Source: an optimization exercise on an open RTL-to-GDS flow (aim: small area and a short achievable clock period). Production flows keep margins and buffers that such runs may drop. At most, simulation tests tie the RTL to the original design; equivalence was not proved. Power is estimated from default activity; no workload was simulated.

==> inputs of 10-05 <==
Design spi_ram, start of the top module:
module spi_ram #(
   parameter int MEM_DEPTH = 256,
   parameter int ADDR_SIZE = 8,
   parameter int AUTO_INC  = 1
) (
   input  logic       clk,
   input  logic       rst_n,
   input  logic [9:0] rx_data,
   input  logic       rx_valid,
   output logic [7:0] tx_data,
   output logic       tx_valid,
   output logic       err,
   output logic [7:0] err_count
);
==> module spi_ram_andor8, before the edit <==
module spi_ram_andor8 (
   input  logic [7:0] d,
   input  logic [7:0] s,
   output logic       y
);
   assign y = |(d & s);
endmodule
==> module spi_ram_or8, before the edit <==
module spi_ram_or8 (
   input  logic [7:0] a,
   output logic       y
);
   assign y = |a;
endmodule
==> module spi_ram, before the edit <==
module spi_ram #(
   parameter int MEM_DEPTH = 256,
   parameter int ADDR_SIZE = 8,
   parameter int AUTO_INC  = 1
) (
   input  logic       clk,
   input  logic       rst_n,
   input  logic [9:0] rx_data,
   input  logic       rx_valid,
   output logic [7:0] tx_data,
   output logic       tx_valid,
   output logic       err,
   output logic [7:0] err_count
);
   logic [7:0] mem [256];
   logic [7:0] rd_part [4];
   logic       rx_prev;
   logic [7:0] wr_addr;
   logic [7:0] rd_addr;
   logic [7:0] rd_lo;       
   logic [7:0] rd_mid;      
   logic       wr_ok;
   logic       rd_ok;
   logic       wr_pend;
   logic [7:0] wr_data;
   logic       rd_byp;
   logic       accept;
   logic [1:0] cmd;
   logic       do_write;
   logic       do_read;
   logic       reject;
   logic       rd_load;
   logic [7:0] rd_next;
   logic [63:0] rsel;
   assign accept   = rst_n & rx_valid & ~rx_prev;
   assign cmd      = rx_data[9:8];
   assign do_write = accept & (cmd == 2'b01) & wr_ok;
   assign do_read  = accept & (cmd == 2'b11) & rd_ok;
   assign reject   = accept & cmd[0] & ~(cmd[1] ? rd_ok : wr_ok);
   assign rd_load  = accept & (cmd == 2'b10);
   assign rd_next  = rd_load ? rx_data[7:0] : rd_addr + 8'd1;
   always_ff @(posedge clk) begin
      for (int i = 0; i < 256; i++)
         if (wr_pend && wr_addr == 8'(i)) mem[i] <= wr_data;
   end
   always_comb begin
      for (int j = 0; j < 8; j++)
         for (int k = 0; k < 8; k++)
            rsel[j*8+k] = rd_mid[j] & rd_lo[k];
   end
   for (genvar q = 0; q < 4; q++) begin : g_q
      for (genvar b = 0; b < 8; b++) begin : g_b
         logic [7:0] part;
         for (genvar j = 0; j < 8; j++) begin : g_j
            logic [7:0] d;
            for (genvar k = 0; k < 8; k++) begin : g_k
               assign d[k] = mem[q*64 + j*8 + k][b];
            end
            spi_ram_andor8 u_ao (.d(d), .s(rsel[j*8 +: 8]), .y(part[j]));
         end
         logic y;
         spi_ram_or8 u_or (.a(part), .y(y));
         always_ff @(posedge clk) rd_part[q][b] <= y;
      end
   end
   always_ff @(posedge clk) begin
      if (accept && cmd == 2'b01) wr_data <= rx_data[7:0];
      rd_byp <= wr_pend && wr_addr == rd_addr;
   end
   always_ff @(posedge clk) begin
      if (!rst_n) begin
         wr_pend   <= 1'b0;
         rx_prev   <= 1'b0;
         tx_data   <= 8'h00;
         tx_valid  <= 1'b0;
         err       <= 1'b0;
         err_count <= 8'h00;
         wr_addr   <= 8'h00;
         rd_addr   <= 8'h00;
         rd_lo     <= 8'h01;
         rd_mid    <= 8'h01;
         wr_ok     <= 1'b0;
         rd_ok     <= 1'b0;
      end else begin
         rx_prev <= rx_valid;
         wr_pend <= do_write;
         err     <= reject;
         if (reject && err_count != 8'hFF) err_count <= err_count + 8'd1;
         if (rd_load || do_read) begin
            rd_addr <= rd_next;
            rd_lo   <= 8'd1 << rd_next[2:0];
            rd_mid  <= 8'd1 << rd_next[5:3];
         end
         if (rd_load) rd_ok <= 1'b1;
         if (do_read) tx_data <= rd_byp ? wr_data : rd_part[rd_addr[7:6]];
         if (accept) tx_valid <= do_read;
         if (accept && cmd == 2'b00) begin
            wr_addr <= rx_data[7:0];
            wr_ok   <= 1'b1;
         end
         if (wr_pend) wr_addr <= wr_addr + 8'd1;
      end
   end
endmodule
clock: 4.4 ns
lec_check: 0
cap_margin: 20
core_margin: 2
core_utilization: 40
cts_cluster_diameter: 100
cts_cluster_size: 30
setup_slack_margin: 2.0
slew_margin: 20
synth_hierarchical: 1
run.sh (not shown) runs the stock make flow with config.mk's settings and CLKGATE_MAP_FILE= SYNTH_SCRIPT=/design/flow/synth_recipe.tcl, a recipe that flattens the netlist after the stock synthesis.
==> 07-01: changes against 10-05 <==
==> flow/design.v (replaced) <==
module spi_ram #(
   parameter int MEM_DEPTH = 256,
   parameter int ADDR_SIZE = 8,
   parameter int AUTO_INC  = 1
) (
   input  logic       clk,
   input  logic       rst_n,
   input  logic [9:0] rx_data,
   input  logic       rx_valid,
   output logic [7:0] tx_data,
   output logic       tx_valid,
   output logic       err,
   output logic [7:0] err_count
);
   logic [7:0] mem [256];
   logic [7:0] rd_part [4];
   logic       rx_prev;
   logic [7:0] wr_addr;
   logic [7:0] rd_addr;
   logic       wr_ok;
   logic       rd_ok;
   logic       accept;
   logic [1:0] cmd;
   logic       do_write;
   logic       reject;
   assign accept   = rst_n & rx_valid & ~rx_prev;
   assign cmd      = rx_data[9:8];
   assign do_write = accept & (cmd == 2'b01) & wr_ok;
   assign reject   = accept & cmd[0] & ~(cmd[1] ? rd_ok : wr_ok);
   always_ff @(posedge clk) begin
      for (int i = 0; i < 256; i++)
         if (do_write && wr_addr == 8'(i)) mem[i] <= rx_data[7:0];
   end
   always_ff @(posedge clk) begin
      for (int q = 0; q < 4; q++) begin
         logic [7:0] acc;
         acc = 8'h00;
         for (int i = 0; i < 64; i++)
            acc = acc | (mem[q*64+i] & {8{rd_addr[5:0] == 6'(i)}});
         rd_part[q] <= acc;
      end
   end
   always_ff @(posedge clk) begin
      if (!rst_n) begin
         rx_prev   <= 1'b0;
         tx_data   <= 8'h00;
         tx_valid  <= 1'b0;
         err       <= 1'b0;
         err_count <= 8'h00;
         wr_addr   <= 8'h00;
         rd_addr   <= 8'h00;
         wr_ok     <= 1'b0;
         rd_ok     <= 1'b0;
      end else begin
         rx_prev <= rx_valid;
         err     <= reject;
         if (reject && err_count != 8'hFF) err_count <= err_count + 8'd1;
         if (accept) begin
            tx_valid <= 1'b0;
            case (cmd)
               2'b00: begin
                  wr_addr <= rx_data[7:0];
                  wr_ok   <= 1'b1;
               end
               2'b01: begin
                  if (wr_ok) wr_addr <= wr_addr + 8'd1;
               end
               2'b10: begin
                  rd_addr <= rx_data[7:0];
                  rd_ok   <= 1'b1;
               end
               default: begin
                  if (rd_ok) begin
                     tx_data  <= rd_part[rd_addr[7:6]];
                     tx_valid <= 1'b1;
                     rd_addr  <= rd_addr + 8'd1;
                  end
               end
            endcase
         end
      end
   end
endmodule
- CTS_CLUSTER_DIAMETER: 100 -> unset
- CTS_CLUSTER_SIZE: 30 -> unset
- SETUP_SLACK_MARGIN: 2.0 -> unset
- SYNTH_HIERARCHICAL: 1 -> unset
==> PnR_summary.wiki <==
{| class="wikitable"
! Metric !! Value
|-
| Register-to-Register Path Depth || 7
|-
| Time the worst path needs with I/O delays and setup || roughly 4600 ps
|-
| Causes of the layout check failure || negative setup slack
|-
| Routability congestion estimate from global placement || ~1.0
|-
| Number of cells after detailed placement || 7295
|-
| Design Area, Final || a little over 90000 sq um
|-
| Crit Reg-Reg Endpoint || rd_part[2][5]
|-
| Final WS setup || -181 ps
|-
| Setup violations, final || 2
|-
| Outcome || finished with violations
|-
| Post-Synth Simple-Gate Area || 5.76%
|-
| Register clock-pin slew on the reported worst setup and hold paths || ~60 ps
|}
That was 07-01.
==> PnR_summary.wiki <==
{| class="wikitable"
! Metric !! Value
|-
| Number of non-clock inverters in the layout || 6
|-
| Post-Synth Simple-Gate Area || 5.64%
|-
| Clock tree from TritonCTS || built
|-
| Portion of total power attributed to the clock network || between 20% and 30%
|-
| WP data arrival || slightly below 3000 ps
|-
| Outcome || complete, no violations
|-
| Async set-or-reset flop fraction in the synthesized netlist || 0%
|-
| Register-to-Register Path Depth || 5
|-
| Number of buffers added on ports || 30
|-
| Design Area, Final || roughly 86000 sq um
|-
| Routability congestion estimate from global placement || 0.870
|-
| Register clock-pin slew on the reported worst setup and hold paths || approximately 110 ps
|-
| Category of the most critical setup path || register to register
|-
| Utilization after layout || between 40% and 50%
|-
| Fraction of final layout cells with drive strength greater than 1 || 16.0%
|-
| Time the worst path needs with I/O delays and setup || approximately 2500 ps
|-
| Main combinational cell family by area after synthesis || compound AO/OA/AOI/OAI gates
|-
| Final WS setup || around 1900 ps
|-
| Setup violations, final || 0
|-
| Crit Reg-Reg Endpoint || mem[116][3]
|}
That was 10-05.
The RTL of 10-05 was laid out without a check of its function.

==> re-timing with driven ports <==
In the flow no input, the clock included, has a driving cell. The finished layouts below were timed again as built, in two steps. Step 1 (the two cells are an assumption about what drives the block):
set clk [get_ports {clk}]
set_driving_cell -lib_cell sky130_fd_sc_hd__clkbuf_16 $clk
set_driving_cell -lib_cell sky130_fd_sc_hd__buf_2 [delete_from_list [all_inputs] $clk]
Step 2 moves the port delays by t, midway between the first and last clock arrival at a register: inputs arrive t later, outputs are due t later. That takes back most of the time a late clock gives input paths. a / b / c = ideal / step 1 / step 2; a / b = the first two.
run | t (ns) | setup WS [ns] | worst setup path after step 2
10-05 | 0.817 | 1.873 / 1.873 / 1.403 | input to register
07-01 | 0.965 | -0.181 / -0.181 / -0.224 | input to register
For 10-05, which loses most, drivers alone change the setup slack by 0.000 ns; drivers and shift together by -0.470 ns.
